This is an optimization exercise on Yosys and OpenROAD, whose aim is small area, a short achievable clock period and few clock cycles per item, not a production implementation.
Where RTL was checked, it was by simulation tests only, not by an equivalence proof against the original.

==> job 7388: inputs <==
## two_way_cache_ctrl
module two_way_cache_ctrl #(
    parameter int ADDR_SIZE       = 32,
    parameter int NUM_SETS        = 16,
    parameter int WORDS_PER_BLOCK = 4
) (
    input  logic                 clk,
    input  logic                 rst,
    input  logic                 cpu_req_valid,
    output logic                 cpu_req_ready,
    input  logic                 cpu_we,
    input  logic [ADDR_SIZE-1:0] cpu_addr,
    input  logic [31:0]          cpu_wdata,
    output logic                 cpu_resp_valid,
    output logic [31:0]          cpu_rdata,
    output logic                 mem_req,
    output logic                 mem_we,
    output logic [ADDR_SIZE-1:0] mem_addr,
    output logic [31:0]          mem_wdata,
    input  logic [31:0]          mem_rdata,
    input  logic                 mem_ack,
    output logic [ADDR_SIZE-1:0] lru_addr,
    output logic                 lru_replace,
    input  logic                 lru_preferred
);
    localparam int WB = $clog2(WORDS_PER_BLOCK);
    localparam int OB = 2 + WB;
    localparam int SB = $clog2(NUM_SETS);
    localparam int TB = ADDR_SIZE - SB - OB;
    localparam int AW = ADDR_SIZE - 2;           
    localparam int NL = NUM_SETS * WORDS_PER_BLOCK;
    localparam int QD = 2;                       
    localparam int QB = $clog2(QD);
    localparam int QC = $clog2(QD + 1);
    localparam int NR = 3;                       
    localparam int RB = $clog2(NR);
    localparam int RC = $clog2(NR + 1);
    logic [NL-1:0][31:0]         r_data0, r_data1;
    logic [NUM_SETS-1:0][TB-1:0] r_tag0, r_tag1;
    logic [NUM_SETS-1:0] r_val0, r_val1;
    logic          r0_v, r0_we, r_ready;           
  ...
==> flow/config.mk <==
export PLATFORM = sky130hd
export DESIGN_NAME = two_way_cache_ctrl
export DESIGN_NICKNAME = two_way_cache_ctrl
export VERILOG_FILES = /design/flow/design.v
export SDC_FILE = /design/flow/constraint.sdc
export NUM_CORES = 4
export LEC_CHECK = 0
export CAP_MARGIN = 20
export CORE_MARGIN = 2
export CORE_UTILIZATION = 45
export CTS_CLUSTER_DIAMETER = 80
export CTS_CLUSTER_SIZE = 20
export SETUP_SLACK_MARGIN = 3.85
export SLEW_MARGIN = 20
export SYNTH_MEMORY_MAX_BITS = 8192
==> flow/constraint.sdc <==
create_clock -name core_clock -period 7.0 [get_ports {clk}]
set_input_delay 1.4000 -clock core_clock [delete_from_list [all_inputs] [get_ports {clk}]]
set_output_delay 1.4000 -clock core_clock [all_outputs]
set_load 0.01 [all_outputs]
run.sh (not shown) runs the stock make flow with config.mk's settings and CLKGATE_MAP_FILE= SYNTH_SCRIPT=/design/flow/synth_recipe.tcl, a recipe that flattens the netlist after the stock synthesis.
==> job 8303 (differences from job 7388) <==
--- a/flow/design.v
+++ b/flow/design.v
@@ -35,11 +35,11 @@
     localparam int RB = $clog2(NR);
     localparam int RC = $clog2(NR + 1);
     logic [NL-1:0][31:0]         r_data0, r_data1;
     logic [NUM_SETS-1:0][TB-1:0] r_tag0, r_tag1;
     logic [NUM_SETS-1:0] r_val0, r_val1;
-    logic          r0_v, r0_we, r_ready;           
+    logic          r0_v, r0_we;
     logic [AW-1:0] r0_addr;
     logic [31:0]   r0_wdata;
     logic          r1_v, r1_we;
     logic [NUM_SETS-1:0] r1_soh;                 
     logic [WORDS_PER_BLOCK-1:0] r1_woh;          
@@ -133,17 +133,11 @@
     always_comb begin
         w1_haz = 1'b0;
         if (r2_v && w2_set == w1_set &&
             ((w2_need_arr && !r2_adone) || (w2_rmiss && !r2_ldone))) w1_haz = 1'b1;
         if (tw_v && tw_set == w1_set) w1_haz = 1'b1;
-        begin
-            logic [WB-1:0] d;
-            d = h_addr[WB-1:0] - w1_word;        
-            if (h_v && !h_we && h_addr[AW-1:WB] == r1_addr[AW-1:WB] &&
-                (d == '0 || {1'b0, d} + {1'b0, h_left} > WORDS_PER_BLOCK - 1))
-                w1_haz = 1'b1;
-        end
+        if (h_v && !h_we && h_addr[AW-1:WB] == r1_addr[AW-1:WB]) w1_haz = 1'b1;
         for (int i = 0; i < QD; i++)
             if (f_ev[i] && !f_we[i] && f_addr[i][AW-1:WB] == r1_addr[AW-1:WB]) w1_haz = 1'b1;
         if (rd_v && rd_set == w1_set) w1_haz = 1'b1;
     end
     assign w1_adv  = r1_v && !w1_haz && (!r2_v || w2_leave);
@@ -151,11 +145,11 @@
     assign w_acc   = cpu_req_valid && !r0_v && !rst;
     assign w_pop   = h_v && mem_ack && (h_we || h_left == '0);
     assign w_push  = w2_do_mem;
     assign w_take  = w_pop && f_cnt != '0;
     assign w_put   = w_push && h_v && !(w_pop && f_cnt == '0);
-    assign cpu_req_ready  = r_ready;
+    assign cpu_req_ready  = !r0_v;
     assign cpu_resp_valid = r_resp_v;
     assign cpu_rdata      = r_resp_d;
     assign mem_req        = h_v;
     assign mem_we         = h_we;
     assign mem_addr       = {h_addr, 2'b00};
@@ -174,11 +168,10 @@
     assign w_crit   = h_v && !h_we && h_first && mem_ack;
     assign w_rq_pop = rq_cnt != '0 && rq_rdy[rq_rp];
     always_ff @(posedge clk) begin
         if (rst) begin
             r0_v        <= 1'b0;
-            r_ready     <= 1'b1;
             r1_v        <= 1'b0;
             r2_v        <= 1'b0;
             r_flip      <= 1'b0;
             h_v         <= 1'b0;
             f_ev        <= '0;
@@ -191,12 +184,11 @@
             rq_rp       <= '0;
             rq_wp       <= '0;
             rq_cnt      <= '0;
             r_resp_v    <= 1'b0;
         end else begin
-            r0_v    <= r0_v ? !w1_free : (w_acc && !w1_free);
-            r_ready <= r0_v ? w1_free : !(w_acc && !w1_free);
+            r0_v <= r0_v ? !w1_free : (w_acc && !w1_free);
             if (w1_free) r1_v <= r0_v || w_acc;
             if (w1_adv) r2_v <= 1'b1;
             else if (w2_leave) r2_v <= 1'b0;
             r_flip <= w2_flip;
             if (w_pop) h_v <= f_cnt != '0 || w_push;
==> flow/config.mk (replaced) <==
export PLATFORM = sky130hd
export DESIGN_NAME = two_way_cache_ctrl
export DESIGN_NICKNAME = two_way_cache_ctrl
export VERILOG_FILES = /design/flow/design.v
export SDC_FILE = /design/flow/constraint.sdc
export NUM_CORES = 4
export LEC_CHECK = 0
export CAP_MARGIN = 20
export CORE_MARGIN = 2
export CORE_UTILIZATION = 55
export SETUP_SLACK_MARGIN = 4.5
export SLEW_MARGIN = 20
export SYNTH_MEMORY_MAX_BITS = 8192
==> flow_summary.yaml <==
run_status:
  first-error: "[ERROR GRT-0232] Routing congestion too high. Check the congestion heatmap in the GUI."
  outcome: "stopped before the end"
  lastStage: "5_1_grt"
synth:
  synth_fa_ha_area_share_pct: 0.106
  ys_ff_latch: 5599
floorplanning:
  die_h_um: 609
grt:
  grt_overflow: 15
  grt_use_met3_pct: 50.9
[end of results for job 8303]
==> flow_summary.yaml <==
synth:
  synth_fa_ha_area_share_pct: 0.124
  ys_ff_latch: 5600
run_status:
  outcome: "complete, no violations"
grt:
  grt_use_met3_pct: 16.6
floorplanning:
  die_h_um: 673
[end of results for job 7388]
Testbench counts of job 7388, summed over its fixed seeds: cycles 7,230, items 3,200.
Function not checked in job 8303: the RTL went through the layout flow alone.

## static timing again, ports no longer ideal
The flow's constraints put no driver on any port. The routed layout listed below was extracted and timed again, unchanged, in two steps. Step 1 assumes that a clkbuf_16 drives the clock port and a buf_2 every other input. Step 2 moves the port delays by t, midway between the first and last clock arrival at a register: inputs arrive t later, outputs are due t later. That takes back most of the time a late clock gives input paths. Three values: ideal ports, drivers, drivers and shift; two values: the first two.
run: job 7388
shift t [ns]: 1.128
setup WS [ns]: 3.591 / 3.591 / 3.138
worst setup path at the end: input to register
latest minus earliest clock arrival (ns): 0.093 / 0.092
pins driven straight from the clock port: 1
After both steps job 7388 still meets setup and hold. The setup slack of job 7388 moves by 0.000 ns with the drivers and by -0.453 ns with both steps.
